Source: an optimization exercise on an open RTL-to-GDS flow (aim: small area and a short achievable clock period). Production flows keep margins and buffers that such runs may drop.
RTL that was checked went through simulation tests only; none was proved equivalent to the original.
For run 1, only the layout was checked, not whether the RTL still works.
No driver is modelled on the clock port, so clocking that relies on it looks cheaper here than on a real chip.
No activity file was given, so power comes from the tool's default toggle rates.

## flow/run.sh

```bash
#!/bin/bash
# synth_recipe.tcl (not shown) runs the flow's synth.tcl, then flattens the netlist and writes it again
# the make line also repeats each setting of config.mk as NAME=value (left out here)
make -C /OpenROAD-flow-scripts/flow DESIGN_CONFIG=/design/flow/config.mk WORK_HOME=/design/flow/orfs CLKGATE_MAP_FILE= SYNTH_SCRIPT=/design/flow/synth_recipe.tcl finish
```

## flow/config.mk

```make
export PLATFORM = sky130hd
export DESIGN_NAME = cpu_trace_buffer
export DESIGN_NICKNAME = cpu_trace_buffer
export VERILOG_FILES = /design/flow/design.v
export SDC_FILE = /design/flow/constraint.sdc
export NUM_CORES = 4
export LEC_CHECK = 0
export CAP_MARGIN = 20
export CORE_MARGIN = 2
export CORE_UTILIZATION = 55
export CTS_CLUSTER_DIAMETER = 100
export CTS_CLUSTER_SIZE = 30
export PLACE_DENSITY = 0.65
export SLEW_MARGIN = 20
export SYNTH_MEMORY_MAX_BITS = 8192
```

## flow/constraint.sdc

```tcl
create_clock -name core_clock -period 6.0 [get_ports {clk}]
set_input_delay 1.2000 -clock core_clock [delete_from_list [all_inputs] [get_ports {clk}]]
set_output_delay 1.2000 -clock core_clock [all_outputs]
set_load 0.01 [all_outputs]
```

## flow/design.v

```verilog
package trace_pkg;
  localparam logic [1:0] TRIG_NOW  = 2'd0;
  localparam logic [1:0] TRIG_PC   = 2'd1;
  localparam logic [1:0] TRIG_MEMW = 2'd2;
  localparam logic [1:0] TRIG_EXT  = 2'd3;
  function automatic integer ENTRY_W(input integer state_w, input integer data_w);
    ENTRY_W = state_w + 2 * data_w;
  endfunction
endpackage
module trace_ram #(
  parameter int unsigned DEPTH = 63,
  parameter int unsigned WIDTH = 68
) (
  input  logic                       clk,
  input  logic                       i_we,
  input  logic [$clog2(DEPTH)-1:0]   i_waddr,
  input  logic [WIDTH-1:0]           i_wdata,
  input  logic [DEPTH-1:0]           i_rsel,
  output logic [WIDTH-1:0]           o_rdata
);
  logic [WIDTH-1:0] r_mem [DEPTH];
  always_ff @(posedge clk) begin
    for (int i = 0; i < DEPTH; i++)
      if (i_we && (i_waddr == i)) r_mem[i] <= i_wdata;
  end
  always_comb begin
    o_rdata = '0;
    for (int i = 0; i < DEPTH; i++)
      o_rdata = o_rdata | (r_mem[i] & {WIDTH{i_rsel[i]}});
  end
endmodule
module cpu_trace_buffer #(
  parameter int unsigned DATA_W  = 32,
  parameter int unsigned STATE_W = 4,
  parameter int unsigned DEPTH   = 64,
  parameter int unsigned CNT_W   = $clog2(DEPTH + 1)
) (
  input  logic                        clk,
  input  logic                        reset,
  input  logic                        arm,
  input  logic                        mode,
  input  logic [1:0]                  trig_sel,
  input  logic [DATA_W-1:0]           trig_val,
  input  logic                        trig_in,
  input  logic [CNT_W-1:0]            post_cnt,
  input  logic [DATA_W-1:0]           PC,
  input  logic [DATA_W-1:0]           Instr,
  input  logic [STATE_W-1:0]          state,
  input  logic                        IRWrite,
  input  logic                        MemWrite,
  input  logic [DATA_W-1:0]           Adr,
  output logic                        out_valid,
  input  logic                        out_ready,
  output logic [STATE_W+2*DATA_W-1:0] out_data,
  output logic                        out_last,
  output logic                        busy,
  output logic                        triggered,
  output logic [CNT_W-1:0]            count
);
  localparam int unsigned SD = DEPTH - 1;           
  localparam int unsigned SW = $clog2(SD);
  localparam int unsigned EW = trace_pkg::ENTRY_W(STATE_W, DATA_W);
  logic              r_busy;
  logic              r_valid;
  logic              r_post;
  logic              r_triggered;
  logic              r_last;
  logic [CNT_W-1:0]  r_count;
  logic [SW-1:0]     r_wr_ptr;     
  logic [SD-1:0]     r_rd_oh;      
  logic [EW-1:0]     r_head;       
  logic [CNT_W-1:0]  r_remaining;
  logic [CNT_W-1:0]  r_cnt_left;
  logic              r_mode_q;
  logic [3:0]        r_sel_oh;
  logic [DATA_W-1:0] r_val_q;
  logic              w_arm_ok;
  logic              w_sample;
  logic              w_trig_hit;
  logic              w_fire;
  logic              w_enter_dump;
  logic              w_full;
  logic              w_cnt0;
  logic              w_store;
  logic              w_pop;
  logic [CNT_W-1:0]  w_count_inc;
  logic [CNT_W-1:0]  w_post_clamp;
  logic [EW-1:0]     w_live;
  logic [EW-1:0]     w_rd_data;
  assign w_live       = {state, PC, Instr};
  assign w_arm_ok     = arm && !r_valid;
  assign w_sample     = r_busy && !arm && (!r_mode_q || IRWrite);
  assign w_full       = r_count[CNT_W-1];
  assign w_cnt0       = (r_count == '0);
  assign w_count_inc  = w_full ? r_count : r_count + CNT_W'(1);
  assign w_post_clamp = post_cnt[CNT_W-1] ? CNT_W'(DEPTH - 1) : post_cnt;
  assign w_trig_hit = r_sel_oh[0] ||
                      (r_sel_oh[1] && (PC == r_val_q)) ||
                      (r_sel_oh[2] && MemWrite && (Adr == r_val_q)) ||
                      (r_sel_oh[3] && trig_in);
  assign w_fire       = w_sample && !r_post && w_trig_hit;
  assign w_enter_dump = w_sample && (r_post ? (r_remaining == CNT_W'(1))
                                            : (w_trig_hit && (r_remaining == '0)));
  assign w_store = w_sample && !w_cnt0;
  assign w_pop   = r_valid ? out_ready : (w_sample && w_full);
  always_ff @(posedge clk or posedge reset) begin
    if (reset) begin
      r_busy      <= 1'b0;
      r_valid     <= 1'b0;
      r_post      <= 1'b0;
      r_triggered <= 1'b0;
      r_last      <= 1'b0;
      r_count     <= '0;
    end else if (w_arm_ok) begin
      r_busy      <= 1'b1;
      r_valid     <= 1'b0;
      r_post      <= 1'b0;
      r_triggered <= 1'b0;
      r_last      <= 1'b0;
      r_count     <= '0;
    end else begin
      if (w_sample) r_count <= w_count_inc;
      if (w_fire) begin
        r_triggered <= 1'b1;
        if (r_remaining != '0) r_post <= 1'b1;
      end
      if (w_enter_dump) begin
        r_busy  <= 1'b0;
        r_valid <= 1'b1;
        r_last  <= w_cnt0;
      end
      if (r_valid && out_ready) begin
        r_last <= (r_cnt_left == CNT_W'(2));
        if (r_cnt_left == CNT_W'(1)) r_valid <= 1'b0;
      end
    end
  end
  always_ff @(posedge clk) begin
    if (w_arm_ok) begin
      r_wr_ptr    <= '0;
      r_rd_oh     <= SD'(1);
      r_mode_q    <= mode;
      r_sel_oh    <= 4'b0001 << trig_sel;
      r_val_q     <= trig_val;
      r_remaining <= w_post_clamp;
    end else begin
      if (w_store) r_wr_ptr <= (r_wr_ptr == SW'(SD - 1)) ? '0 : r_wr_ptr + SW'(1);
      if (w_pop)   r_rd_oh  <= {r_rd_oh[SD-2:0], r_rd_oh[SD-1]};
      if (w_sample && r_post) r_remaining <= r_remaining - CNT_W'(1);
    end
    if (!r_valid) r_cnt_left <= w_count_inc;
    else if (out_ready) r_cnt_left <= r_cnt_left - CNT_W'(1);
    if (w_pop || (w_sample && w_cnt0))
      r_head <= w_cnt0 ? w_live : w_rd_data;
  end
  trace_ram #(
    .DEPTH (SD),
    .WIDTH (EW)
  ) u_ram (
    .clk     (clk),
    .i_we    (w_store),
    .i_waddr (r_wr_ptr),
    .i_wdata (w_live),
    .i_rsel  (r_rd_oh),
    .o_rdata (w_rd_data)
  );
  assign out_valid = r_valid;
  assign out_data  = r_head;
  assign out_last  = r_last;
  assign busy      = r_busy;
  assign triggered = r_triggered;
  assign count     = r_count;
endmodule
```

==> out/results.txt, run 1 <==
Status: complete, no violations
P_sw: 11.0 mW
FFs w/ async S/R, synth: 0.268%
Max-cap violation count: 0
WP data required: 6.66 ns
Main synth FF type: edfxtp_1
Top cell type's share of synthesized area: 82.5%
Remaining Overflow, GRT: 0
Total wire length: 700000 um
Post-DR wirelength/cell: 56.2 um
Yosys Warn Count: 3
Cell Area, Placed: 0.171 sq mm
Slew HR: 5.52%
TritonCTS sink count: 4484
Vias per cell: 8.43
Syn Nets: 8320
Buf/Inv on CP: 1
Die area: 0.296 sq mm
Clock transition at the registers of the reported paths: 0.12 ns
DR pass1 iterations: 12
Worst Hold Class: input pin to register
Seq pwr share: 67.3%
Fillers: 20400
CTS tree: yes
Largest area contributor in the netlist: edfxtp_1
Die Height: 544 um
DRT antenna net count: 0
Sequence of cells on the critical path: buf_4 -> a22o_1 -> a221oi_1 -> nand4_1 -> nor4_1 -> a21oi_1
TNS Setup: 0 ns
Cts hold-fix bufs: 0
Pwr dens: 293 mW/mm^2
Clock Tree Buf Depth: 4
Initial antenna violation count: 67
Die Wd: 544 um
CP Class: register to register
Final Hold Viols: 0
Tot Pwr: 51.5 mW
Drt drc: 0
IO buf count: 227
Top post-synthesis cells by area: edfxtp_1 (82%), a22o_1 (5.6%), a221oi_1 (5.6%), nand4_1 (1.1%), dfxtp_1 (0.86%)
WL met3: 132000 um
Switch share: 21.3%
H-tree Lvls: 4
Vias: 105000
Commonest non-fill, non-tap cells in the layout: edfxtp_1 (4403), a22o_1 (1022), a221oi_1 (1020), buf_4 (311), nand4_1 (293)
DPL Wire Length: 378000 um
Wire length on met1: 215000 um
Commonest non-fill, non-tap cell in the layout: edfxtp_1
Core area: 0.291 sq mm
Layout area overhead: 9.57%
First-pass GRT wire length: 899000 um
Layout cells sized above 1: 10.0%
Vias in the first global route: 94300
Num ports: 228
Fin nets: 8610
Max Freq: 0.255 GHz
Clock latency (worst-skew pair): 0.96 ns
Worst R2R Setup Slack: 2.08 ns
Min Tclk post-route: 3.92 ns
Clock root cell: clkbuf_16
Post-Syn Instances: 8160
Sequential fraction of the synthesis area: 83.5%
Rows: 198
Crit path launch type: register
Setup violators final: 0
Slowest stage cell, crit path: nor4_1
Worst slew pin tran: 1.42 ns
Post-CTS sizing: 0
FF+latch count, synth: 4484
Routed wl met2: 288000 um
Worst slack at placement: 1.29 ns
Top delay family on crit path: compound AO/OA/AOI/OAI gates
CP max stage delay: 0.98 ns
Postcts setup bufs: 0
Initial Util: 55.2%
Final Wtd Congestion: 0.940
P_leak: 53.2 nW
RSZ-0062 raised after global routing: false
Final clock skew: 0.0610 ns
Mapped cell area: 0.160 sq mm
Iter 0 DRT Violations: 28500
Final worst slack: 2.08 ns
Highest layer used for signal routing: met5
EDFF count, synth: 4403
Combinational share of power: 3.6%
Pins Over Slew Limit: 0
Design area: 0.176 sq mm
Arr. time, crit path: 4.58 ns
Syn_area_per_cell: 19.7 sq um
Total CTS buffers: 174
Clock share of power: 29.1%
Crit. End Element: register
Period utilization: 65.3%
Largest net degree at the start of global routing: 107
Netlist cell types: 45
VDD IR-drop max: 0.278 mV
Total track usage: 46.6%
Worst-path fanout max: 18
Internal cell power: 40.5 mW
per-stage QoR:
| stage | hold WS (ns) | instances | utilization [%] |
|---|---|---|---|
| global placement | 0.503 | 12200 | 58.7 |
| finish | 0.512 | 12500 | 60.5 |
| CTS | 0.487 | 12400 | 60.4 |
| floorplan | 0.503 | 8160 | - |
| global route | 0.522 | 12400 | 60.4 |
| detailed placement | 0.519 | 12200 | 58.7 |
routing by layer:
layer	global-route usage [%]	up-vias
met4	34.9	42
met2	64.7	14000
li1	-	35500
met5	0.114	-
met3	16.9	3134
met1	60.5	52400
worst paths after layout:
check | start | end | cells after the start
hold / removal | Instr[4] | u_ram.r_mem[45][4]$_DFFE_PP_ | 1
max in group asynchronous | reset | r_count[4]$_DFFE_PP0P_ | 2
setup reg to reg | r_rd_oh[47]$_SDFFE_PP0P_ | r_head[63]$_DFFE_PP_ | 6
hold reg to reg | r_triggered$_DFFE_PP0P_ | r_triggered$_DFFE_PP0P_ | 1
setup / recovery | r_rd_oh[47]$_SDFFE_PP0P_ | r_head[63]$_DFFE_PP_ | 6
min in group asynchronous | reset | r_triggered$_DFFE_PP0P_ | 2
cell families after synthesis:
kind of cell               count (synthesis)  synth area share [%]
adders and majority gates                 11                0.0858
AOI/OAI and AO/OA                       2281                  12.1
and+or+nand+nor                          731                  2.37
muxes                                      3                0.0195
buffers and inverters                    569                  1.44
xor gates and xnor gates                  81                 0.442
DFF                                     4484                  83.5
worst register-to-register path, cell delays in order, from the launching register on:
cell and delay (ns):
dfxtp_4 0.61, buf_4 0.48, a22o_1 0.28, a221oi_1 0.94, nand4_1 0.16, nor4_1 0.98
a21oi_1 0.18
cell usage after synthesis, drive strengths merged, types with 18 or more instances:
cell,instances
dfxtp,69
clkbuf,342
o21ai,18
buf,215
a22o,1022
a222oi,68
nand2,150
a21oi,140
nor2,151
xnor2,69
nor4,71
edfxtp,4403
nand4,293
nand3,21
a221oi,1020
power groups by stage:
stage	clock [mW]	sequential, mW	combinational [mW]
3_5_place_dp	0	35.3	1.76
5_1_grt	15.7	34.6	1.85
4_1_cts	14.7	34.6	1.76
6_report	15.0	34.6	1.84
2_1_floorplan	0	35.3	0.428
3_3_place_gp	0	35.3	1.73
sequential cells by signal, summed over array words and instances, names as in the netlist, 4 cells and up:
signal and cells:
r_count 7, r_wr_ptr 6, r_sel_oh 4, u_ram.r_mem 4284, r_val_q 32, r_remaining 7
r_rd_oh 63, r_head 68, r_cnt_left 7
cell type report:
cell class | count | area [sq um] | area share [%]
Multi-Input combinational cell | 3107 | 24700 | 14.0
Timing Repair Buffer | 671 | 7010 | 3.99
Inverter | 12 | 47.5 | 0.0271
Sequential cell | 4484 | 134000 | 76.3
Tap cell | 3900 | 4880 | 2.78
Clock inverter | 18 | 256 | 0.146
Antenna cell | 64 | 160 | 0.0911
Clock buffer | 202 | 4540 | 2.59
==> run 2: changes to the inputs <==
--- a/flow/design.v
+++ b/flow/design.v
@@ -13,6 +13,5 @@
 ) (
   input  logic                       clk,
-  input  logic                       i_we,
-  input  logic [$clog2(DEPTH)-1:0]   i_waddr,
+  input  logic                       i_shift,
   input  logic [WIDTH-1:0]           i_wdata,
   input  logic [DEPTH-1:0]           i_rsel,
@@ -21,6 +20,8 @@
   logic [WIDTH-1:0] r_mem [DEPTH];
   always_ff @(posedge clk) begin
-    for (int i = 0; i < DEPTH; i++)
-      if (i_we && (i_waddr == i)) r_mem[i] <= i_wdata;
+    if (i_shift) begin
+      r_mem[0] <= i_wdata;
+      for (int i = 1; i < DEPTH; i++) r_mem[i] <= r_mem[i-1];
+    end
   end
   always_comb begin
@@ -59,5 +60,4 @@
 );
   localparam int unsigned SD = DEPTH - 1;           
-  localparam int unsigned SW = $clog2(SD);
   localparam int unsigned EW = trace_pkg::ENTRY_W(STATE_W, DATA_W);
   logic              r_busy;
@@ -67,5 +67,4 @@
   logic              r_last;
   logic [CNT_W-1:0]  r_count;
-  logic [SW-1:0]     r_wr_ptr;     
   logic [SD-1:0]     r_rd_oh;      
   logic [EW-1:0]     r_head;       
@@ -82,5 +81,5 @@
   logic              w_full;
   logic              w_cnt0;
-  logic              w_store;
+  logic              w_cnt1;
   logic              w_pop;
   logic [CNT_W-1:0]  w_count_inc;
@@ -92,5 +91,6 @@
   assign w_sample     = r_busy && !arm && (!r_mode_q || IRWrite);
   assign w_full       = r_count[CNT_W-1];
-  assign w_cnt0       = (r_count == '0);
+  assign w_cnt0       = (r_count == CNT_W'(0));
+  assign w_cnt1       = (r_count == CNT_W'(1));
   assign w_count_inc  = w_full ? r_count : r_count + CNT_W'(1);
   assign w_post_clamp = post_cnt[CNT_W-1] ? CNT_W'(DEPTH - 1) : post_cnt;
@@ -102,6 +102,5 @@
   assign w_enter_dump = w_sample && (r_post ? (r_remaining == CNT_W'(1))
                                             : (w_trig_hit && (r_remaining == '0)));
-  assign w_store = w_sample && !w_cnt0;
-  assign w_pop   = r_valid ? out_ready : (w_sample && w_full);
+  assign w_pop = r_valid ? out_ready : (w_sample && w_full);
   always_ff @(posedge clk or posedge reset) begin
     if (reset) begin
@@ -138,15 +137,13 @@
   always_ff @(posedge clk) begin
     if (w_arm_ok) begin
-      r_wr_ptr    <= '0;
-      r_rd_oh     <= SD'(1);
       r_mode_q    <= mode;
       r_sel_oh    <= 4'b0001 << trig_sel;
       r_val_q     <= trig_val;
       r_remaining <= w_post_clamp;
-    end else begin
-      if (w_store) r_wr_ptr <= (r_wr_ptr == SW'(SD - 1)) ? '0 : r_wr_ptr + SW'(1);
-      if (w_pop)   r_rd_oh  <= {r_rd_oh[SD-2:0], r_rd_oh[SD-1]};
-      if (w_sample && r_post) r_remaining <= r_remaining - CNT_W'(1);
+    end else if (w_sample && r_post) begin
+      r_remaining <= r_remaining - CNT_W'(1);
     end
+    if (w_sample && !w_full)
+      r_rd_oh <= {r_rd_oh[SD-2:0] & {(SD-1){!w_cnt1}}, w_cnt1};
     if (!r_valid) r_cnt_left <= w_count_inc;
     else if (out_ready) r_cnt_left <= r_cnt_left - CNT_W'(1);
@@ -159,6 +156,5 @@
   ) u_ram (
     .clk     (clk),
-    .i_we    (w_store),
-    .i_waddr (r_wr_ptr),
+    .i_shift (w_sample || (r_valid && out_ready)),
     .i_wdata (w_live),
     .i_rsel  (r_rd_oh),
--- a/flow/config.mk
+++ b/flow/config.mk
@@ -12,4 +12,5 @@
 export CTS_CLUSTER_SIZE = 30
 export PLACE_DENSITY = 0.65
+export SETUP_SLACK_MARGIN = 3.2
 export SLEW_MARGIN = 20
 export SYNTH_MEMORY_MAX_BITS = 8192
==> out/results.txt, run 2 <==
Cell Area, Placed: 0.169 sq mm (-1.2%)
Slew HR: 23.1% (+18 points)
Min Tclk post-route: 2.88 ns (-1.04 ns)
Top Registers: u_ram.r_mem: 4284 flops, r_head: 68 flops, r_rd_oh: 63 flops
Layout area overhead: 8.57%
Remaining Overflow, GRT: 0 (unchanged)
Final clock skew: 0.0726 ns (+0.0116 ns)
Worst slew pin tran: 1.15 ns (-0.264 ns)
Top delay family on crit path: flip-flops
Die area: 0.296 sq mm (about the same)
Post-Syn Instances: 7891 (-3.3%)
Crit. End Element: primary output
H-tree Lvls: 4 (unchanged)
Post-DR wirelength/cell: 43.7 um (-22%)
Grt met2 use: 50.8% (-14 points)
Initial Util: 55.2% (about the same)
Main synth FF type: edfxtp_1
Top reg by flops: u_ram.r_mem
Yosys Warn Count: 3 (unchanged)
Met1 global-route usage: 49.5% (-11 points)
Fin nets: 8308 (-3.5%)
Rows: 198 (unchanged)
DR pass1 iterations: 9 (-3)
Mapped cell area: 0.160 sq mm (about the same)
Worst-path fanout max: 1 (-17)
Iter 0 DRT Violations: 20400 (-28%)
Buf/Inv on CP: 1 (unchanged)
DRT antenna net count: 0 (unchanged)
Crit path launch type: register
Commonest non-fill, non-tap cell in the layout: edfxtp_1
Layout cells sized above 1: 8.67% (-1.3 points)
Worst slack at placement: 1.51 ns (+0.223 ns)
Final Wtd Congestion: 0.882 (-6.2%)
Total CTS buffers: 176 (+1.1%)
CP Class: register to primary output
Core area: 0.291 sq mm (unchanged)
Clock latency (worst-skew pair): 0.92 ns (-0.04 ns)
Largest area contributor in the netlist: edfxtp_1
Arr. time, crit path: 1.68 ns (-2.90 ns)
Die Wd: 544 um (about the same)
VDD IR-drop max: 0.515 mV (+86%)
Tot Pwr: 91.0 mW (+77%)
Status: complete, no violations
Syn_area_per_cell: 20.3 sq um (+3.4%)
Met3 Use GR: 9.58% (-7.3 points)
Final Hold Viols: 0 (unchanged)
Vias: 93800 (-11%)
FF+latch count, synth: 4478 (-0.13%)
CP max stage delay: 0.55 ns (-0.43 ns)
Commonest cells post-synth: edfxtp_1 (4466), a22o_1 (1021), a221oi_1 (1020), nand4_1 (290), clkbuf_1 (240)
TritonCTS sink count: 4478 (-0.13%)
Die Height: 544 um (about the same)
Total track usage: 34.8% (-12 points)
Vias per cell: 7.77 (-7.9%)
Setup violators final: 0 (unchanged)
Worst Hold Class: register to register
Syn Nets: 8048 (-3.3%)
Max reg flops: 4284 (unchanged)
Cell with the most instances after synthesis: edfxtp_1
Design area: 0.174 sq mm (-0.88%)
IO buf count: 227 (unchanged)
Sequence of cells on the critical path: buf_2
Drt drc: 0 (unchanged)
Top post-synthesis cells by area: edfxtp_1 (84%), a22o_1 (5.6%), a221oi_1 (5.6%), nand4_1 (1.1%), buf_2 (0.62%)
P_leak: 55.0 nW (+3.3%)
Slowest stage cell, crit path: edfxtp_1
Top cell type's share of synthesized area: 83.6% (+1.1 points)
Commonest non-fill, non-tap cells in the layout: edfxtp_1 (4466), a22o_1 (1021), a221oi_1 (1017), nand4_1 (290), buf_4 (235)
Clock Tree Buf Depth: 4 (unchanged)
Global route hottest layer: met2
RSZ-0062 raised after global routing: true
Clock transition at the registers of the reported paths: 0.11 ns (about the same)
First-pass GRT wire length: 706000 um (-21%)
EDFF count, synth: 4466 (+1.4%)
Netlist cell types: 46 (+2.2%)
Initial antenna violation count: 23 (-66%)
Total wire length: 527000 um (-25%)
DPL Wire Length: 280000 um (-26%)
Largest net degree at the start of global routing: 128 (+20%)
Clock root cell: clkbuf_16
Vias in the first global route: 86500 (-8.2%)
Sequential fraction of the synthesis area: 83.8% (+0.29 points)
TNS Setup: 0 ns (unchanged)
Max Freq: 0.347 GHz (+36%)
Final hold slack: 0.415 ns (-0.0970 ns)
CTS tree: yes
Cts hold-fix bufs: 0 (unchanged)
Pins Over Slew Limit: 0 (unchanged)
Period utilization: 48.0% (-17 points)
WP data required: 4.80 ns (-1.86 ns)
Num ports: 228 (unchanged)
Max-cap violation count: 0 (unchanged)
Final worst slack: 3.12 ns (+1.04 ns)
FFs w/ async S/R, synth: 0.268% (+0.00036 points)
Pwr dens: 522 mW/mm^2 (+78%)
## run 2: cell count changes after synthesis, sizes merged, moves of 63 or more
cell and change:
nand2 -124, buf +76, edfxtp +63, clkbuf -102
dfxtp -69
## run 2: cell type report
class                   count  area, sq um
inverters                  10         37.5
clock inverters             8          125
clock buffers             188         4510
fillers                 20400       116000
diodes                      4         10.0
flip-flops and latches   4478       134000
repair buffers            611         6330
well taps                3900         4880
multi-input cells        2874        23800
## run 2: through the flow
stage | std cells | utilization (%)
5_1_grt | 12100 | 59.9
3_5_place_dp | 11800 | 58.0
6_report | 12100 | 59.9
4_1_cts | 12100 | 59.8
3_3_place_gp | 11800 | 58.0
2_1_floorplan | 7891 | -
## run 2: power breakdown
group	switching [mW]	leakage (nW)	total (mW)	internal (mW)
clock	9.12	2.28	14.6	5.51
sequential	6.35	41.8	54.5	48.2
combinational	15.7	10.9	21.8	6.10
total	31.2	55.0	91.0	59.8
## run 2: kinds of logic (layout without fill, tap and decap cells)
logic type | after synthesis | after routing | share of synthesized area, %
flip-flops | 4478 | 4478 | 83.8
AO/OA/AOI/OAI | 2211 | 2211 | 11.9
XOR/XNOR | 78 | 78 | 0.426
adder cells (fa/ha/maj) | 8 | 8 | 0.0624
AND/OR/NAND/NOR | 573 | 575 | 2.07
other | 0 | 4 | 0
buffers and inverters | 541 | 817 | 1.69
multiplexers | 2 | 2 | 0.0133
## run 2: per-layer routing
metal | wire (um) | vias to the layer above | share of wire, %
met5 | 160 | - | 0.030
met4 | 28200 | 18 | 5.4
met3 | 85100 | 1498 | 16
met2 | 230000 | 9817 | 44
met1 | 184000 | 47800 | 35
li1 | - | 34600 | -
## run 2: what timing repair did
item,CTS,global route
endpoints found under the setup margin,4470,63
pin swaps,3,5
resized for setup,314,67
setup buffers,25,0
cloned,2,0
hold endpoints to repair,0,0
## run 2: worst paths after layout
check                                             start                      endpoint  slack, ns  depth (start not counted)
setup / recovery                   r_head[33]$_DFFE_PP_                  out_data[33]       3.12                          1
hold / removal             u_ram.r_mem[51][0]$_DFFE_PP_  u_ram.r_mem[52][0]$_DFFE_PP_       0.42                          0
setup reg to reg                  r_rd_oh[22]$_DFFE_PP_          r_head[48]$_DFFE_PP_       3.13                          7
hold reg to reg            u_ram.r_mem[51][0]$_DFFE_PP_  u_ram.r_mem[52][0]$_DFFE_PP_       0.42                          0
max in group asynchronous                         reset        r_count[2]$_DFFE_PP0P_       4.99                          2
min in group asynchronous                         reset       r_triggered$_DFFE_PP0P_       0.64                          2
==> run 3: changes to the inputs <==
--- a/flow/design.v
+++ b/flow/design.v
@@ -83,4 +83,5 @@
   logic              w_cnt1;
   logic              w_pop;
+  logic              w_head_ld;
   logic [CNT_W-1:0]  w_count_inc;
   logic [CNT_W-1:0]  w_post_clamp;
@@ -103,4 +104,5 @@
                                             : (w_trig_hit && (r_remaining == '0)));
   assign w_pop = r_valid ? out_ready : (w_sample && w_full);
+  assign w_head_ld = w_pop || (w_sample && w_cnt0);
   always_ff @(posedge clk or posedge reset) begin
     if (reset) begin
@@ -148,6 +150,7 @@
     if (!r_valid) r_cnt_left <= w_count_inc;
     else if (out_ready) r_cnt_left <= r_cnt_left - CNT_W'(1);
-    if (w_pop || (w_sample && w_cnt0))
-      r_head <= w_cnt0 ? w_live : w_rd_data;
+    r_head <= ({EW{w_head_ld && w_cnt0}}  & w_live) |
+              ({EW{w_head_ld && !w_cnt0}} & w_rd_data) |
+              ({EW{!w_head_ld}}           & r_head);
   end
   trace_ram #(
--- a/flow/config.mk
+++ b/flow/config.mk
@@ -9,8 +9,8 @@
 export CORE_MARGIN = 2
 export CORE_UTILIZATION = 55
-export CTS_CLUSTER_DIAMETER = 100
-export CTS_CLUSTER_SIZE = 30
+export CTS_CLUSTER_DIAMETER = 80
+export CTS_CLUSTER_SIZE = 25
 export PLACE_DENSITY = 0.65
-export SETUP_SLACK_MARGIN = 3.2
+export SETUP_SLACK_MARGIN = 3.4
 export SLEW_MARGIN = 20
 export SYNTH_MEMORY_MAX_BITS = 8192
==> out/results.txt, run 3 <==
Status: complete, no violations
H-tree Lvls: 4 (unchanged)
Max reg flops: 4284 (unchanged)
Yosys Warn Count: 3 (unchanged)
Die area: 0.295 sq mm (-0.35%)
Remaining Overflow, GRT: 0 (unchanged)
Largest net degree at the start of global routing: 125 (-2.3%)
Post-Syn Instances: 8088 (+2.5%)
Sequence of cells on the critical path: buf_6
Initial antenna violation count: 19 (-17%)
Fin nets: 8689 (+4.6%)
Drt drc: 0 (unchanged)
Largest area contributor in the netlist: edfxtp_1
Setup violators final: 0 (unchanged)
Die Height: 543 um (-0.17%)
Worst slew pin tran: 1.06 ns (-0.0910 ns)
Worst R2R Setup Slack: 3.27 ns (+0.14 ns)
Top delay family on crit path: flip-flops
Max Freq: 0.366 GHz (+5.5%)
Slowest stage cell, crit path: dfxtp_4
Vias in the first global route: 88600 (+2.4%)
Reg2reg path depth: 7 (unchanged)
DRT antenna net count: 0 (unchanged)
Layout area overhead: 12.2%
Period utilization: 45.5% (-2.5 points)
CTS tree: yes
Clock transition at the registers of the reported paths: 0.10 ns (about the same)
Layout cells sized above 1: 13.2% (+4.5 points)
Final worst slack: 3.27 ns (+0.150 ns)
Final Hold Viols: 0 (unchanged)
Top reg by flops: u_ram.r_mem
Syn_area_per_cell: 19.8 sq um (-2.8%)
Hold Path Origin: u_ram.r_mem[22][58]$_DFFE_PP_
EDFF count, synth: 4398 (-1.5%)
Slew HR: 29.2% (+6.1 points)
Main synth FF type: edfxtp_1
Mapped cell area: 0.160 sq mm (-0.35%)
Top post-synthesis cells by area: edfxtp_1 (83%), a22o_1 (4.0%), a221oi_1 (3.9%), a22oi_1 (2.8%), nand4_1 (1.3%)
Cell Area, Placed: 0.168 sq mm (-0.10%)
Post-DR wirelength/cell: 44.5 um (+2.0%)
Crit. End Element: primary output
First-pass GRT wire length: 728000 um (+3.1%)
Cts hold-fix bufs: 0 (unchanged)
FFs w/ async S/R, synth: 0.268% (unchanged)
VDD IR-drop max: 0.350 mV (-32%)
Worst slack at placement: 1.91 ns (+0.402 ns)
Die Wd: 543 um (-0.17%)
Crit path launch type: register
Netlist cell types: 54 (+17%)
Hold depth: 0 (unchanged)
Pins Over Slew Limit: 0 (unchanged)
Max-cap violation count: 0 (unchanged)
CP max stage delay: 0.46 ns (-0.09 ns)
Vias per cell: 7.78 (+0.19%)
Total wire length: 561000 um (+6.4%)
IO buf count: 227 (unchanged)
Worst Hold Class: register to register
Final clock skew: 0.0689 ns (-0.00372 ns)
Clock root cell: clkbuf_16
Design area: 0.179 sq mm (+3.0%)
Commonest non-fill, non-tap cells in the layout: edfxtp_1 (4398), a22o_1 (722), a221oi_1 (669), a22oi_1 (602), nand4_1 (324)
DR pass1 iterations: 13 (+4)
Final Wtd Congestion: 0.911 (+3.3%)
Vias: 98000 (+4.5%)
Num ports: 228 (unchanged)
Top Registers: u_ram.r_mem: 4284 flops, r_head: 68 flops, r_rd_oh: 63 flops
RSZ-0062 raised after global routing: true
Pwr dens: 530 mW/mm^2 (+1.4%)
DPL Wire Length: 294000 um (+4.8%)
Worst r2r dst: r_head[60]$_DFF_P_
TritonCTS sink count: 4478 (unchanged)
Commonest non-fill, non-tap cell in the layout: edfxtp_1
TNS Setup: 0 ns (unchanged)
CP Class: register to primary output
Hold EP: u_ram.r_mem[23][58]$_DFFE_PP_
Commonest cells post-synth: edfxtp_1 (4398), a22o_1 (722), a221oi_1 (719), a22oi_1 (602), clkbuf_1 (395)
Clock Tree Buf Depth: 4 (unchanged)
Min Tclk post-route: 2.73 ns (-0.150 ns)
FF+latch count, synth: 4478 (unchanged)
Core area: 0.289 sq mm (-0.67%)
Total CTS buffers: 207 (+18%)
Cell with the most instances after synthesis: edfxtp_1
WP data required: 4.80 ns (about the same)
Iter 0 DRT Violations: 22500 (+10%)
Total track usage: 36.0% (+1.3 points)
Syn Nets: 8245 (+2.4%)
Clock latency (worst-skew pair): 0.95 ns (+0.03 ns)
Arr. time, crit path: 1.53 ns (-0.15 ns)
Buf/Inv on CP: 1 (unchanged)
Initial Util: 55.4% (+0.18 points)
Worst-path fanout max: 2 (+1)
Top cell type's share of synthesized area: 82.6% (-0.98 points)
Sequential fraction of the synthesis area: 83.7% (-0.13 points)
Rows: 197 (-0.51%)
P_leak: 57.7 nW (+4.9%)
Worst r2r src: r_rd_oh[53]$_DFFE_PP_
[run 3: cell count changes in the layout (fill, tap and decap cells not counted), moves of 42 or more]
cell       delta
a22o_1      -299
clkbuf_1    +120
a221oi_1    -348
clkbuf_16    +51
a22oi_1     +600
a31oi_1      +43
mux2_2       +42
buf_6       +101
edfxtp_1     -68
nor3_1       +45
a221oi_2     +47
[run 3: power breakdown]
group          internal [mW]  total, mW  switching, mW
clock network           6.74       16.3           9.59
registers               48.1       54.7           6.57
logic                   7.28       24.0           16.8
[run 3: cell families after synthesis]
kind of cell / Yosys count / synth area share [%]
xor+xnor: 77 / 0.422
fa+ha+maj: 8 / 0.0626
simple gates: 692 / 2.46
mux: 70 / 0.516
buf+inv: 547 / 1.34
compound gates: 2216 / 11.6
flops: 4478 / 83.7
[run 3: worst max path at each step]
| stage | from | endpoint | slack, ns | cells after the start |
|---|---|---|---|---|
| floorplan | IRWrite | u_ram.r_mem[0][0]$_DFFE_PP_ | -12.85 | 3 |
| global placement | PC[30] | r_last$_DFFE_PP0P_ | 1.93 | 7 |
| detailed placement | PC[24] | r_last$_DFFE_PP0P_ | 1.91 | 7 |
| CTS | r_head[48]$_DFF_P_ | out_data[48] | 3.25 | 1 |
| global route | r_rd_oh[62]$_DFFE_PP_ | r_head[42]$_DFF_P_ | 3.24 | 8 |
| finish | r_head[48]$_DFF_P_ | out_data[48] | 3.27 | 1 |
[run 3: what timing repair did]
| item | in CTS | in global routing |
|---|---|---|
| pin swaps | 23 | 62 |
| gates resized for setup | 788 | 259 |
| gates cloned | 14 | 26 |
| setup buffers | 77 | 87 |
| setup endpoints to repair | 4082 | 1326 |
[run 3: through the flow]
stage	power [mW]	hold WS [ns]	util, %	instances
2_1_floorplan	54.1	0.426	-	8088
3_3_place_gp	74.5	0.428	58.4	12000
3_5_place_dp	75.0	0.433	58.4	12000
4_1_cts	92.1	0.435	61.3	12400
5_1_grt	96.5	0.453	62.1	12600
6_report	95.0	0.434	62.1	12600
[run 3: layout make-up]
type / count / area, sq um
antenna: 37 / 92.6
inverter: 11 / 41.3
sequential: 4478 / 134000
multi-input combinational: 3066 / 25100
clock buffer: 340 / 5760
fill: 19900 / 109000
tap: 3880 / 4850
timing repair buffer: 768 / 9410
clock inverter: 15 / 165
[run 3: per-layer routing]
metal | wire, um | vias up | track usage [%]
li1 | - | 35600 | -
met1 | 189000 | 49900 | 51.0
met2 | 249000 | 10800 | 54.1
met3 | 92300 | 1649 | 8.73
met4 | 31200 | 8 | 14.9
met5 | 53 | - | 0
==> run 4: changes to the inputs <==
==> flow/flow/run.sh (new file) <==
#!/bin/bash
# Standard layout, except that after clock tree synthesis the tree's root
# buffer is split into four, one per quadrant (flow/split_root.tcl).
set -e
cd "$(dirname "$0")/.."
export RES_DIR=$PWD/orfs/results/$FLOW_PLATFORM/cpu_trace_buffer/base
export FLOW_CLOCK_PORT=clk
OPENROAD=$(command -v openroad || echo "$FLOW_HOME/../tools/install/OpenROAD/bin/openroad")
bash standard.sh cts > std_cts.log 2>&1
"$OPENROAD" -exit -no_init flow/split_root.tcl > split_root.log 2>&1
bash standard.sh finish > std_finish.log 2>&1
==> flow/flow/split_root.tcl (new file) <==
# Split the clock tree's root buffer into one copy per quadrant of its loads,
# so the clock port drives four buffers that each carry a quarter of the
# root's load. Reads and rewrites the CTS result in place.
set plat $::env(FLOW_HOME)/platforms/$::env(FLOW_PLATFORM)
set res $::env(RES_DIR)
read_lef $plat/lef/sky130_fd_sc_hd.tlef
read_lef $plat/lef/sky130_fd_sc_hd_merged.lef
read_liberty $plat/lib/sky130_fd_sc_hd__tt_025C_1v80.lib
read_db $res/4_cts.odb
read_sdc $res/4_cts.sdc
source $plat/setRC.tcl
set_propagated_clock [all_clocks]

proc split_root {nparts} {
  set block [ord::get_db_block]
  # the root is the one buffer the clock port drives
  set port_net [$block findNet $::env(FLOW_CLOCK_PORT)]
  set root ""
  foreach it [$port_net getITerms] {
    if {[$it isInputSignal]} { set root [$it getInst] }
  }
  if {$root eq "" || [llength [$port_net getITerms]] != 1} {
    puts "split_root: clock port does not drive a single buffer; nothing to do"
    return
  }
  set master [$root getMaster]
  set out_net [[$root findITerm X] getNet]
  set loads {}
  foreach it [$out_net getITerms] {
    if {[$it isInputSignal]} { lappend loads $it }
  }
  set rb [$root getBBox]
  set cx [expr {([$rb xMin] + [$rb xMax]) / 2}]
  set cy [expr {([$rb yMin] + [$rb yMax]) / 2}]
  set sx 0; set sy 0
  foreach it $loads {
    set b [[$it getInst] getBBox]
    set sx [expr {$sx + [$b xMin]}]; set sy [expr {$sy + [$b yMin]}]
  }
  set n [llength $loads]
  set mx [expr {$sx / $n}]; set my [expr {$sy / $n}]
  array set G {}
  foreach it $loads {
    set b [[$it getInst] getBBox]
    set q [expr {([$b xMin] >= $mx ? 1 : 0) + ([$b yMin] >= $my ? 2 : 0)}]
    lappend G($q) $it
  }
  set rname [$root getName]
  set k 0
  foreach q [lsort [array names G]] {
    # nets and instances get distinct names (as CTS names them) so that
    # parasitics read back by name land on the net
    set name "${rname}_q$k"
    set nn [odb::dbNet_create $block "clknet_split_q$k"]
    $nn setSigType CLOCK
    set inst [odb::dbInst_create $block $master $name]
    set sx 0; set sy 0
    foreach it $G($q) {
      set b [[$it getInst] getBBox]
      set sx [expr {$sx + [$b xMin]}]; set sy [expr {$sy + [$b yMin]}]
    }
    set gx [expr {$sx / [llength $G($q)]}]; set gy [expr {$sy / [llength $G($q)]}]
    $inst setLocation [expr {($gx + $cx) / 2}] [expr {($gy + $cy) / 2}]
    $inst setPlacementStatus PLACED
    $inst setSourceType TIMING
    [$inst findITerm A] connect $port_net
    [$inst findITerm X] connect $nn
    foreach it $G($q) { $it disconnect; $it connect $nn }
    puts "split_root: $name drives [llength $G($q)] loads"
    incr k
  }
  odb::dbInst_destroy $root
  odb::dbNet_destroy $out_net
}

puts "before:"
report_clock_latency
split_root 4
detailed_placement
check_placement -verbose
estimate_parasitics -placement
puts "after:"
report_clock_latency
report_worst_slack -max
report_worst_slack -min
write_db $res/4_1_cts.odb
write_db $res/4_cts.odb
==> flow/standard.sh (new file) <==
#!/bin/bash
# synth_recipe.tcl (not shown) runs the flow's synth.tcl, then flattens the netlist and writes it again
# the make line also repeats each setting of config.mk as NAME=value (left out here)
make -C /OpenROAD-flow-scripts/flow DESIGN_CONFIG=/design/flow/config.mk WORK_HOME=/design/flow/orfs CLKGATE_MAP_FILE= SYNTH_SCRIPT=/design/flow/synth_recipe.tcl "${@:-finish}"
--- a/flow/config.mk
+++ b/flow/config.mk
@@ -12,5 +12,5 @@
 export CTS_CLUSTER_SIZE = 25
 export PLACE_DENSITY = 0.65
-export SETUP_SLACK_MARGIN = 3.4
+export SETUP_SLACK_MARGIN = 3.5
 export SLEW_MARGIN = 20
 export SYNTH_MEMORY_MAX_BITS = 8192
removed: flow/run.sh
==> out/results.txt, run 4 <==
Post-Syn Instances: 8088 (unchanged)
DPL Wire Length: 294000 um (unchanged)
Design area: 0.183 sq mm (+2.3%)
H-tree Lvls: 4 (unchanged)
Sequential fraction of the synthesis area: 83.7% (unchanged)
Initial antenna violation count: 35 (+16)
Worst Hold Class: register to register
Commonest non-fill, non-tap cell in the layout: edfxtp_1
Drt drc: 0 (unchanged)
Layout area overhead: 14.7%
Initial Util: 55.4% (unchanged)
Num ports: 228 (unchanged)
Syn Nets: 8245 (unchanged)
Worst slew pin tran: 0.887 ns (-0.175 ns)
Max Freq: 0.377 GHz (+3.0%)
Vias in the first global route: 89800 (+1.3%)
Netlist cell types: 54 (unchanged)
Total CTS buffers: 207 (unchanged)
CP Class: register to register
Top post-synthesis cells by area: edfxtp_1 (83%), a22o_1 (4.0%), a221oi_1 (3.9%), a22oi_1 (2.8%), nand4_1 (1.3%)
Clock latency (worst-skew pair): 0.78 ns (-0.17 ns)
Slew HR: 40.9% (+12 points)
First-pass GRT wire length: 746000 um (+2.4%)
Placed cell count: 12000 (unchanged)
Max reg flops: 4284 (unchanged)
Clock share of power: 16.8% (-0.4 points)
DR pass1 iterations: 9 (-4)
P_sw: 34.1 mW (+3.6%)
Setup violators final: 0 (unchanged)
Pins Over Slew Limit: 0 (unchanged)
Max-cap violation count: 0 (unchanged)
Register area: 0.134 sq mm (about the same)
Final worst slack: 3.35 ns (+0.0802 ns)
Hold depth: 0 (unchanged)
Min Tclk post-route: 2.65 ns (-0.0802 ns)
TritonCTS sink count: 4478 (unchanged)
Final Core Density: 63.5% (+1.4 points)
VDD IR-drop max: 0.384 mV (+9.7%)
Clock root cell: clkbuf_16
Final hold slack: 0.428 ns (-0.00590 ns)
Post-DR wirelength/cell: 45.6 um (+2.4%)
Largest area contributor in the netlist: edfxtp_1
Status: complete, no violations
Cell with the most instances after synthesis: edfxtp_1
Post-route insts no fill: 12700 (+1.0%)
Fillers: 19400 (-2.5%)
Worst-path fanout max: 28 (+26)
Die Wd: 543 um (unchanged)
Internal cell power: 63.7 mW (+2.5%)
Die area: 0.295 sq mm (unchanged)
Arr. time, crit path: 3.29 ns (+1.76 ns)
Seq pwr share: 56.0% (-1.5 points)
Layout cells sized above 1: 16.0% (+2.8 points)
Vias per cell: 7.82 (+0.47%)
Final Hold Viols: 0 (unchanged)
Main synth FF type: edfxtp_1
P_leak: 59.6 nW (+3.3%)
IO buf count: 227 (unchanged)
Period utilization: 44.2% (-1.3 points)
Commonest non-fill, non-tap cells in the layout: edfxtp_1 (4398), a22o_1 (721), a22oi_1 (602), a221oi_1 (601), nand4_1 (324)
Core area: 0.289 sq mm (unchanged)
Vias: 99500 (+1.5%)
Final clock skew: 0.0729 ns (+0.00403 ns)
Syn_area_per_cell: 19.8 sq um (unchanged)
Top Registers: u_ram.r_mem: 4284 flops, r_head: 68 flops, r_rd_oh: 63 flops
Switch share: 34.9% (+0.24 points)
Cell Area, Placed: 0.168 sq mm (unchanged)
Yosys Warn Count: 3 (unchanged)
Final Wtd Congestion: 0.911 (unchanged)
EDFF count, synth: 4398 (unchanged)
CTS tree: yes
Iter 0 DRT Violations: 22600 (+0.56%)
Rows: 197 (unchanged)
Mapped cell area: 0.160 sq mm (unchanged)
Area of the multi-input gates: 0.0260 sq mm (+3.3%)
Reg2reg path depth: 7 (unchanged)
Total wire length: 581000 um (+3.5%)
Cts hold-fix bufs: 0 (unchanged)
Top cell type's share of synthesized area: 82.6% (unchanged)
Largest net degree at the start of global routing: 125 (unchanged)
Top reg by flops: u_ram.r_mem
Fin nets: 8818 (+1.5%)
FF+latch count, synth: 4478 (unchanged)
Worst slack at placement: 1.91 ns (unchanged)
DRT antenna net count: 0 (unchanged)
TNS Setup: 0 ns (unchanged)
Die Height: 543 um (unchanged)
Crit. End Element: register
Remaining Overflow, GRT: 0 (unchanged)
FFs w/ async S/R, synth: 0.268% (unchanged)
Pwr dens: 533 mW/mm^2 (+0.61%)
Crit path launch type: register
WP data required: 6.64 ns (+1.84 ns)
Clock transition at the registers of the reported paths: 0.11 ns (about the same)
Total track usage: 37.0% (+0.97 points)
Tot Pwr: 97.8 mW (+2.9%)
Commonest cells post-synth: edfxtp_1 (4398), a22o_1 (722), a221oi_1 (719), a22oi_1 (602), clkbuf_1 (395)
RSZ-0062 raised after global routing: true
Clock Tree Buf Depth: 4 (unchanged)
Combinational share of power: 27.2% (+1.9 points)
-- run 4: final timing paths --
kind	startpoint	end	slack, ns
min	u_ram.r_mem[22][58]$_DFFE_PP_	u_ram.r_mem[23][58]$_DFFE_PP_	0.43
min reg2reg	u_ram.r_mem[22][58]$_DFFE_PP_	u_ram.r_mem[23][58]$_DFFE_PP_	0.43
max reg2reg	r_rd_oh[21]$_DFFE_PP_	r_head[40]$_DFF_P_	3.35
min in group asynchronous	reset	r_triggered$_DFFE_PP0P_	0.81
max in group asynchronous	reset	r_count[2]$_DFFE_PP0P_	4.79
max	r_rd_oh[21]$_DFFE_PP_	r_head[40]$_DFF_P_	3.35
-- run 4: what timing repair did --
item	in CTS	in global routing
gates cloned	37	65
gates resized for setup	1017	457
setup buffers	132	96
pin swaps	68	104
endpoints found under the setup margin	4374	3545
-- run 4: metal layers --
metal | track usage [%] | vias to the layer above | share of wire [%]
met3 | 10.3 | 1840 | 17
met1 | 51.1 | 50400 | 33
met5 | 0 | - | 0.048
met4 | 18.3 | 18 | 6.1
li1 | - | 36000 | -
met2 | 54.6 | 11300 | 44
-- run 4: power by group through the flow --
stage / clock [mW] / sequential, mW / combinational [mW]
2_1_floorplan: 0 / 46.1 / 8.01
3_3_place_gp: 0 / 54.4 / 20.1
3_5_place_dp: 0 / 54.6 / 20.4
4_1_cts: 16.3 / 54.1 / 23.1
5_1_grt: 17.4 / 55.2 / 26.5
6_report: 16.4 / 54.8 / 26.6
-- run 4: cells by family (layout without fill, tap and decap cells) --
logic type / after synthesis / in the layout / share of synthesized area, %
buffers and inverters: 547 / 1263 / 1.34
other: 0 / 39 / 0
muxes: 70 / 70 / 0.516
DFF: 4478 / 4478 / 83.7
adders and majority gates: 8 / 8 / 0.0626
AOI/OAI and AO/OA: 2216 / 2216 / 11.6
xor gates and xnor gates: 77 / 77 / 0.422
and+or+nand+nor: 692 / 695 / 2.46
-- run 4: area by class of cell --
cell class	instances	area share (%)
antenna	39	0.0532
clock buffer	343	3.18
clock inverter	15	0.0900
inverter	11	0.0225
multi-input combinational	3066	14.2
sequential	4478	73.0
tap	3880	2.65
timing repair buffer	894	6.85
-- run 4: critical path: stages, from the launching register on --
cell and delay, ns:
edfxtp_1 0.48, buf_8 0.30, a22o_1 0.29, a221oi_1 0.36
nand4_1 0.22, nor4_4 0.44, a21oi_1 0.12, mux2_2 0.26
==> run 5: changes to the inputs <==
--- a/flow/design.v
+++ b/flow/design.v
@@ -84,4 +84,5 @@
   logic              w_pop;
   logic              w_head_ld;
+  logic              w_rd_mv;
   logic [CNT_W-1:0]  w_count_inc;
   logic [CNT_W-1:0]  w_post_clamp;
@@ -105,4 +106,5 @@
   assign w_pop = r_valid ? out_ready : (w_sample && w_full);
   assign w_head_ld = w_pop || (w_sample && w_cnt0);
+  assign w_rd_mv   = w_sample && !w_full;
   always_ff @(posedge clk or posedge reset) begin
     if (reset) begin
@@ -146,10 +148,10 @@
       r_remaining <= r_remaining - CNT_W'(1);
     end
-    if (w_sample && !w_full)
-      r_rd_oh <= {r_rd_oh[SD-2:0] & {(SD-1){!w_cnt1}}, w_cnt1};
+    r_rd_oh <= ({SD{!w_arm_ok && w_rd_mv}}  & {r_rd_oh[SD-2:0] & {(SD-1){!w_cnt1}}, w_cnt1}) |
+               ({SD{!w_arm_ok && !w_rd_mv}} & r_rd_oh);
     if (!r_valid) r_cnt_left <= w_count_inc;
     else if (out_ready) r_cnt_left <= r_cnt_left - CNT_W'(1);
-    r_head <= ({EW{w_head_ld && w_cnt0}}  & w_live) |
-              ({EW{w_head_ld && !w_cnt0}} & w_rd_data) |
+    r_head <= ({EW{w_head_ld}}            & w_rd_data) |
+              ({EW{w_head_ld && w_cnt0}}  & w_live) |
               ({EW{!w_head_ld}}           & r_head);
   end
==> out/results.txt, run 5 <==
Cell Area, Placed: 0.167 sq mm (-0.91%)
Reg2reg path depth: 7 (unchanged)
Main synth FF type: edfxtp_1
Setup violators final: 0 (unchanged)
Sequence of cells on the critical path: buf_4 -> a22o_1 -> a221oi_1 -> nand4_1 -> nor4_2 -> buf_4 -> o21ai_1
Top post-synthesis cells by area: edfxtp_1 (82%), a22o_1 (6.0%), a221oi_1 (5.6%), dfxtp_1 (1.7%), clkbuf_1 (1.2%)
Commonest non-fill, non-tap cell in the layout: edfxtp_1
Final Core Density: 62.3% (-1.2 points)
Design area: 0.179 sq mm (-2.3%)
Pwr dens: 318 mW/mm^2 (-40%)
Max reg flops: 4284 (unchanged)
DPL Wire Length: 278000 um (-5.3%)
Netlist cell types: 52 (-3.7%)
Top reg by flops: u_ram.r_mem
Die Wd: 542 um (-0.29%)
Slowest stage cell, crit path: dfxtp_4
Fillers: 19400 (-0.17%)
Status: complete, no violations
Largest area contributor in the netlist: edfxtp_1
CP Class: register to register
Slew HR: 28.1% (-13 points)
VDD IR-drop max: 0.233 mV (-39%)
Iter 0 DRT Violations: 23600 (+4.2%)
Syn Nets: 8069 (-2.1%)
TritonCTS sink count: 4478 (unchanged)
Layout area overhead: 12.8%
CTS tree: yes
Clock latency (worst-skew pair): 0.79 ns (about the same)
Rows: 197 (unchanged)
H-tree Lvls: 4 (unchanged)
Clock Tree Buf Depth: 4 (unchanged)
Max Freq: 0.387 GHz (+2.6%)
Num ports: 228 (unchanged)
Arr. time, crit path: 3.22 ns (-0.07 ns)
Initial Util: 55.2% (-0.13 points)
Vias: 99700 (+0.16%)
Die Height: 542 um (-0.29%)
Initial antenna violation count: 49 (+40%)
Tot Pwr: 57.0 mW (-42%)
WP data required: 6.64 ns (about the same)
Crit path launch type: register
First-pass GRT wire length: 756000 um (+1.4%)
Worst R2R Setup Slack: 3.42 ns (+0.07 ns)
Max-cap violation count: 0 (unchanged)
Post-DR wirelength/cell: 47.7 um (+4.6%)
Buf/Inv on CP: 2 (+1)
Top Registers: u_ram.r_mem: 4284 flops, r_head: 68 flops, r_rd_oh: 63 flops
IO buf count: 227 (unchanged)
Clock root cell: clkbuf_16
Final Hold Viols: 0 (unchanged)
Worst path most repeated cell: buf_4
Drt drc: 0 (unchanged)
EDFF count, synth: 4335 (-1.4%)
Crit. End Element: register
Worst-path fanout max: 21 (-25%)
Commonest cells post-synth: edfxtp_1 (4335), a22o_1 (1082), a221oi_1 (1020), clkbuf_1 (489), nand4_1 (277)
Largest net degree at the start of global routing: 101 (-19%)
CP Depth: 7 (unchanged)
Sequential fraction of the synthesis area: 83.7% (+0.093 points)
Final clock skew: 0.0636 ns (-0.00932 ns)
TNS Setup: 0 ns (unchanged)
Remaining Overflow, GRT: 0 (unchanged)
Total track usage: 37.9% (+0.88 points)
Layout cells sized above 1: 12.9% (-3.0 points)
Die area: 0.293 sq mm (-0.58%)
DRT antenna net count: 0 (unchanged)
Total CTS buffers: 209 (+0.97%)
Top delay family on crit path: buffers and inverters
Clock transition at the registers of the reported paths: 0.10 ns (about the same)
Hold depth: 0 (unchanged)
Fin nets: 8489 (-3.7%)
FF+latch count, synth: 4478 (unchanged)
CP max stage delay: 0.53 ns (+0.05 ns)
Vias per cell: 8.09 (+3.5%)
Top cell type's share of synthesized area: 81.9% (-0.71 points)
Post-Syn Instances: 7912 (-2.2%)
Total wire length: 588000 um (+1.2%)
Pins Over Slew Limit: 0 (unchanged)
Vias in the first global route: 88600 (-1.3%)
Worst Hold Class: register to register
Syn_area_per_cell: 20.1 sq um (+1.6%)
Mapped cell area: 0.159 sq mm (-0.58%)
Cts hold-fix bufs: 0 (unchanged)
Worst slew pin tran: 1.08 ns (+0.191 ns)
P_leak: 55.6 nW (-6.7%)
Core area: 0.288 sq mm (-0.34%)
Final Wtd Congestion: 0.893 (-2.0%)
Yosys Warn Count: 3 (unchanged)
Min Tclk post-route: 2.58 ns (-0.0672 ns)
Commonest non-fill, non-tap cells in the layout: edfxtp_1 (4335), a22o_1 (1082), a221oi_1 (1013), nand4_1 (277), clkbuf_16 (248)
FFs w/ async S/R, synth: 0.268% (unchanged)
Period utilization: 43.0% (-1.1 points)
Cell with the most instances after synthesis: edfxtp_1
DR pass1 iterations: 8 (-1)
RSZ-0062 raised after global routing: true
[run 5: cell types whose count changed after synthesis, sizes merged, moves of 69 or more]
| cell | delta |
|---|---|
| nor3 | -85 |
| clkbuf | +94 |
| buf | -85 |
| nor2 | -76 |
| a221oi | +301 |
| a22oi | -535 |
| o21ai | +69 |
| a22o | +360 |
[run 5: worst register-to-register path, delay by kind of cell (launching register included)]
family                 cells  cell delay (ns)
AO/OA/AOI/OAI              3             0.63
buffers and inverters      2             0.73
flip-flops                 1             0.53
AND/OR/NAND/NOR            2             0.55
[run 5: final timing paths]
kind,start,to
setup / recovery,r_rd_oh[50]$_DFF_P_,r_head[61]$_DFF_P_
hold / removal,u_ram.r_mem[32][11]$_DFFE_PP_,u_ram.r_mem[33][11]$_DFFE_PP_
setup reg to reg,r_rd_oh[50]$_DFF_P_,r_head[61]$_DFF_P_
hold reg to reg,u_ram.r_mem[32][11]$_DFFE_PP_,u_ram.r_mem[33][11]$_DFFE_PP_
max in group asynchronous,reset,r_count[4]$_DFFE_PP0P_
min in group asynchronous,reset,r_last$_DFFE_PP0P_
[run 5: area by class of cell]
type	count	area, sq um	share of cell area, %
Clock buffer	350	5960	3.32
Tap cell	3781	4730	2.64
Multi-Input combinational cell	2878	24700	13.8
Timing Repair Buffer	748	10000	5.60
Antenna cell	49	123	0.0684
Sequential cell	4478	133000	74.5
Inverter	14	52.6	0.0293
Clock inverter	19	175	0.0977
[run 5: power by group]
part | switching [mW] | internal [mW]
clock | 9.73 | 6.93
sequential | 1.21 | 36.2
combinational | 1.81 | 1.12
[run 5: repair_timing]
| item | CTS | global route |
|---|---|---|
| gates resized for setup | 692 | 190 |
| pin swaps | 17 | 31 |
| gates cloned | 24 | 36 |
| endpoints found under the setup margin | 4499 | 3869 |
| setup buffers | 92 | 120 |
[run 5: through the flow]
stage          hold WS, ns  cells  setup WS [ns]
2_1_floorplan        0.426   7912         -12.99
3_3_place_gp         0.427  11600           1.59
3_5_place_dp         0.433  11600           1.52
4_1_cts              0.430  12100           3.24
5_1_grt              0.439  12300           3.42
6_report             0.433  12300           3.42
[run 5: kinds of logic (layout without fill, tap and decap cells)]
| family | Yosys count | in the layout | synth area share (%) |
|---|---|---|---|
| AO/OA/AOI/OAI | 2344 | 2344 | 12.7 |
| XOR/XNOR | 78 | 78 | 0.430 |
| adder cells (fa/ha/maj) | 8 | 8 | 0.0630 |
| buffers and inverters | 559 | 1131 | 1.33 |
| flip-flops | 4478 | 4478 | 83.7 |
| multiplexers | 2 | 2 | 0.0134 |
| other | 0 | 49 | 0 |
| AND/OR/NAND/NOR | 443 | 446 | 1.72 |
[run 5: layer usage]
metal,vias up,global-route usage (%),share of wire (%)
met5,-,0.345,0.055
met4,36,18.7,5.9
met3,2077,13.7,19
met2,12100,53.4,42
met1,50000,52.3,33
li1,35400,-,-
==> run 6: changes to the inputs <==
--- a/flow/flow/run.sh
+++ b/flow/flow/run.sh
@@ -1,5 +1,6 @@
 #!/bin/bash
 # Standard layout, except that after clock tree synthesis the tree's root
-# buffer is split into four, one per quadrant (flow/split_root.tcl).
+# buffer is split into four, one per quadrant, which then drive the
+# third level directly (flow/split_root.tcl).
 set -e
 cd "$(dirname "$0")/.."
--- a/flow/flow/split_root.tcl
+++ b/flow/flow/split_root.tcl
@@ -1,5 +1,6 @@
 # Split the clock tree's root buffer into one copy per quadrant of its loads,
 # so the clock port drives four buffers that each carry a quarter of the
-# root's load. Reads and rewrites the CTS result in place.
+# root's load, and let those drive the level below the next one directly.
+# Reads and rewrites the CTS result in place.
 set plat $::env(FLOW_HOME)/platforms/$::env(FLOW_PLATFORM)
 set res $::env(RES_DIR)
@@ -74,7 +75,46 @@
 }
 
+# Remove the buffers the given net drives: their loads move onto the net,
+# and the net's driver moves to the middle of those loads.
+proc collapse_children {net} {
+  set block [ord::get_db_block]
+  set drv ""
+  set kids {}
+  foreach it [$net getITerms] {
+    if {[$it isInputSignal]} { lappend kids [$it getInst] } elseif {[$it isOutputSignal]} { set drv [$it getInst] }
+  }
+  set moved {}
+  foreach kid $kids {
+    if {![string match "*clkbuf*" [[$kid getMaster] getName]]} continue
+    set onet [[$kid findITerm X] getNet]
+    set loads {}
+    foreach it [$onet getITerms] { if {[$it isInputSignal]} { lappend loads $it } }
+    [$kid findITerm A] disconnect
+    foreach it $loads { $it disconnect; $it connect $net; lappend moved $it }
+    [$kid findITerm X] disconnect
+    odb::dbInst_destroy $kid
+    odb::dbNet_destroy $onet
+  }
+  set sx 0; set sy 0
+  foreach it $moved {
+    set b [[$it getInst] getBBox]
+    set sx [expr {$sx + [$b xMin]}]; set sy [expr {$sy + [$b yMin]}]
+  }
+  if {[llength $moved]} {
+    $drv setLocation [expr {$sx / [llength $moved]}] [expr {$sy / [llength $moved]}]
+  }
+  puts "collapse_children: [$drv getName] now drives [llength $moved] loads"
+}
+
 puts "before:"
 report_clock_latency
 split_root 4
+# The level below the root only fans out by two; each quarter buffer drives
+# the level under it directly instead
+set block [ord::get_db_block]
+foreach q {0 1 2 3} {
+  set n [$block findNet "clknet_split_q$q"]
+  if {$n ne "NULL"} { collapse_children $n }
+}
 detailed_placement
 check_placement -verbose
==> out/results.txt, run 6 <==
Netlist cell types: 52 (unchanged)
H-tree Lvls: 4 (unchanged)
Top post-synthesis cells by area: edfxtp_1 (82%), a22o_1 (6.0%), a221oi_1 (5.6%), dfxtp_1 (1.7%), clkbuf_1 (1.2%)
Final Hold Viols: 0 (unchanged)
Yosys Warn Count: 3 (unchanged)
Worst-path fanout max: 43 (+100%)
Cts hold-fix bufs: 0 (unchanged)
Num ports: 228 (unchanged)
Sequence of cells on the critical path: buf_12 -> a22o_1 -> a221oi_1 -> nand4_1 -> nor4_2 -> o21ai_1
Slew HR: 29.2% (+1.1 points)
DRT antenna net count: 0 (unchanged)
Min Tclk post-route: 2.60 ns (+0.0158 ns)
Vias in the first global route: 88600 (+0.049%)
Main synth FF type: edfxtp_1
Clock transition at the registers of the reported paths: 0.10 ns (about the same)
Arr. time, crit path: 3.14 ns (-0.08 ns)
Slowest stage cell, crit path: nor4_2
Total track usage: 37.9% (about the same)
Total wire length: 591000 um (+0.47%)
Drt drc: 0 (unchanged)
Post-Synth Adder-Cell Area: 0.0630% (unchanged)
Top reg by flops: u_ram.r_mem
Sequential fraction of the synthesis area: 83.7% (unchanged)
FF+latch count, synth: 4478 (unchanged)
Period utilization: 43.3% (+0.26 points)
Syn Nets: 8069 (unchanged)
Crit. End Element: register
Post-Synth XOR/XNOR Area: 0.430% (unchanged)
Clock latency (worst-skew pair): 0.68 ns (-0.11 ns)
Die Height: 542 um (unchanged)
Reg2reg path depth: 6 (-1)
Post-route insts no fill: 12300 (-0.024%)
Die area: 0.293 sq mm (unchanged)
Final Wtd Congestion: 0.893 (unchanged)
Vias: 99900 (+0.24%)
P_leak: 55.7 nW (about the same)
Final hold slack: 0.442 ns (+0.00934 ns)
CTS tree: yes
Vias per cell: 8.11 (+0.27%)
Die Wd: 542 um (unchanged)
Area of the multi-input gates: 0.0247 sq mm (about the same)
Max-cap violation count: 0 (unchanged)
Fin nets: 8484 (-0.059%)
Cell Area, Placed: 0.167 sq mm (unchanged)
Fillers: 19400 (-0.093%)
Status: complete, no violations
Synth Area in Compound Gates: 12.7% (unchanged)
Layout cells sized above 1: 13.0% (+0.043 points)
Layout area overhead: 12.8% (about the same)
Max reg flops: 4284 (unchanged)
EDFF count, synth: 4335 (unchanged)
Design area: 0.179 sq mm (about the same)
Initial Util: 55.2% (unchanged)
Remaining Overflow, GRT: 0 (unchanged)
DR pass1 iterations: 9 (+1)
FFs w/ async S/R, synth: 0.268% (unchanged)
Clock Tree Buf Depth: 4 (unchanged)
Commonest non-fill, non-tap cell in the layout: edfxtp_1
Syn_area_per_cell: 20.1 sq um (unchanged)
Rows: 197 (unchanged)
Worst Hold Class: register to register
Register area: 0.133 sq mm (unchanged)
Pins Over Slew Limit: 0 (unchanged)
Worst slew pin tran: 1.06 ns (-0.0158 ns)
Largest area contributor in the netlist: edfxtp_1
Post-Syn Instances: 7912 (unchanged)
Largest family of logic cells by synthesized area: compound AO/OA/AOI/OAI gates
CP max stage delay: 0.59 ns (+0.06 ns)
Top cell type's share of synthesized area: 81.9% (unchanged)
Initial antenna violation count: 46 (-6.1%)
Post-synthesis mux area share: 0.0134% (unchanged)
Top Registers: u_ram.r_mem: 4284 flops, r_head: 68 flops, r_rd_oh: 63 flops
TritonCTS sink count: 4478 (unchanged)
Final clock skew: 0.0512 ns (-0.0124 ns)
Crit path launch type: register
Tot Pwr: 56.6 mW (-0.62%)
Clock root cell: clkbuf_16
Core area: 0.288 sq mm (unchanged)
DPL Wire Length: 278000 um (unchanged)
Simple logic cell fraction of the synthesized area: 1.72% (unchanged)
TNS Setup: 0 ns (unchanged)
Total CTS buffers: 209 (unchanged)
Mapped cell area: 0.159 sq mm (unchanged)
First-pass GRT wire length: 756000 um (about the same)
WP data required: 6.54 ns (-0.10 ns)
Cell with the most instances after synthesis: edfxtp_1
Max Freq: 0.385 GHz (-0.61%)
VDD IR-drop max: 0.236 mV (+1.4%)
RSZ-0062 raised after global routing: false
CP Class: register to register
Largest net degree at the start of global routing: 101 (unchanged)
Commonest non-fill, non-tap cells in the layout: edfxtp_1 (4335), a22o_1 (1082), a221oi_1 (1014), nand4_1 (277), clkbuf_16 (244)
Commonest cells post-synth: edfxtp_1 (4335), a22o_1 (1082), a221oi_1 (1020), clkbuf_1 (489), nand4_1 (277)
Placed cell count: 11600 (unchanged)
Setup violators final: 0 (unchanged)
IO buf count: 227 (unchanged)
Post-DR wirelength/cell: 48.0 um (+0.50%)
Hold depth: 0 (unchanged)
Iter 0 DRT Violations: 22600 (-4.4%)
Pwr dens: 316 mW/mm^2 (-0.60%)
==> run 6: cell counts after synthesis <==
No cell type changed its count.
==> run 6: stage by stage <==
stage	util (%)	setup WS, ns
floorplan	-	-12.99
global placement	58.0	1.59
detailed placement	58.0	1.52
CTS	61.3	3.24
global route	62.3	3.42
finish	62.3	3.40
==> run 6: area by class of cell <==
cell class	instances	area share (%)
inverters	14	0.0293
clock inverters	19	0.0978
flip-flops and latches	4478	74.5
diodes	51	0.0712
repair buffers	751	5.69
multi-input cells	2878	13.8
clock buffers	342	3.21
well taps	3781	2.64
==> run 6: per-layer routing <==
metal | GRT usage (%) | up-vias | share of wire, %
met5 | 0.345 | - | 0.074
met4 | 18.6 | 35 | 6.1
met3 | 13.7 | 2095 | 19
met2 | 53.5 | 12000 | 42
met1 | 52.3 | 50400 | 33
li1 | - | 35400 | -
==> run 6: logic make-up after synthesis <==
group | after synthesis
flip-flops | 4478
adder cells (fa/ha/maj) | 8
AND/OR/NAND/NOR | 443
multiplexers | 2
AO/OA/AOI/OAI | 2344
XOR/XNOR | 78
buffers and inverters | 559
==> run 6: worst paths after layout <==
path	from	endpoint	slack (ns)
worst max-delay path	r_rd_oh[27]$_DFF_P_	r_head[10]$_DFF_P_	3.40
worst min-delay path	u_ram.r_mem[61][62]$_DFFE_PP_	u_ram.r_mem[62][62]$_DFFE_PP_	0.44
worst max register to register	r_rd_oh[27]$_DFF_P_	r_head[10]$_DFF_P_	3.40
worst min register to register	u_ram.r_mem[61][62]$_DFFE_PP_	u_ram.r_mem[62][62]$_DFFE_PP_	0.44
max in group asynchronous	reset	r_count[4]$_DFFE_PP0P_	4.74
min in group asynchronous	reset	r_last$_DFFE_PP0P_	0.87
==> run 6: worst max-delay path, delay by kind of cell, from the launching register on <==
family,cells,cell delay (ns)
flops,1,0.56
simple gates,2,0.75
compound gates,3,0.70
buf+inv,1,0.35
==> run 6: what timing repair did <==
item	4_1_cts	5_1_grt
resized for setup	692	230
buffers inserted	92	118
hold endpoints to repair	0	0
endpoints found under the setup margin	4499	4124
gates cloned	24	41
pin swaps	17	41
==> run 6: power breakdown <==
group	switching, mW	internal, mW
logic	1.78	1.11
clock network	9.64	6.70
registers	1.22	36.2
total	12.6	44.0

-- re-timing with driven ports --
Ports are ideal in the flow. The routed layouts listed here were re-timed in OpenROAD. Step 1 (the two cells are an assumption about what drives the block):
set clk [get_ports {clk}]
set_driving_cell -lib_cell sky130_fd_sc_hd__clkbuf_16 $clk
set_driving_cell -lib_cell sky130_fd_sc_hd__buf_2 [delete_from_list [all_inputs] $clk]
Step 2 also shifts input and output timing later by t, the mid clock arrival at the registers, as if the neighbouring blocks saw the same clock. a / b / c = ideal ports / drivers / drivers and shift; a / b = the first two.
| run | shift t [ns] | setup slack, ns | worst hold slack (ns) |
|---|---|---|---|
| run 1 | 1.037 | 2.084 / 2.084 / 1.127 | 0.512 / 0.433 / 0.548 |
| run 2 | 0.995 | 3.120 / 3.009 / 2.342 | 0.415 / 0.415 / 0.415 |
| run 3 | 1.021 | 3.271 / 3.166 / 2.413 | 0.434 / 0.434 / 0.434 |
| run 4 | 0.915 | 3.351 / 3.274 / 2.673 | 0.428 / 0.428 / 0.428 |
| run 5 | 0.925 | 3.418 / 3.275 / 2.794 | 0.433 / 0.433 / 0.433 |
| run 6 | 0.869 | 3.402 / 3.327 / 2.836 | 0.442 / 0.442 / 0.442 |
After both steps setup and hold are still met in every run listed. The setup slack of run 1, which loses most, moves by 0.000 ns with the drivers and by -0.957 ns with both steps.
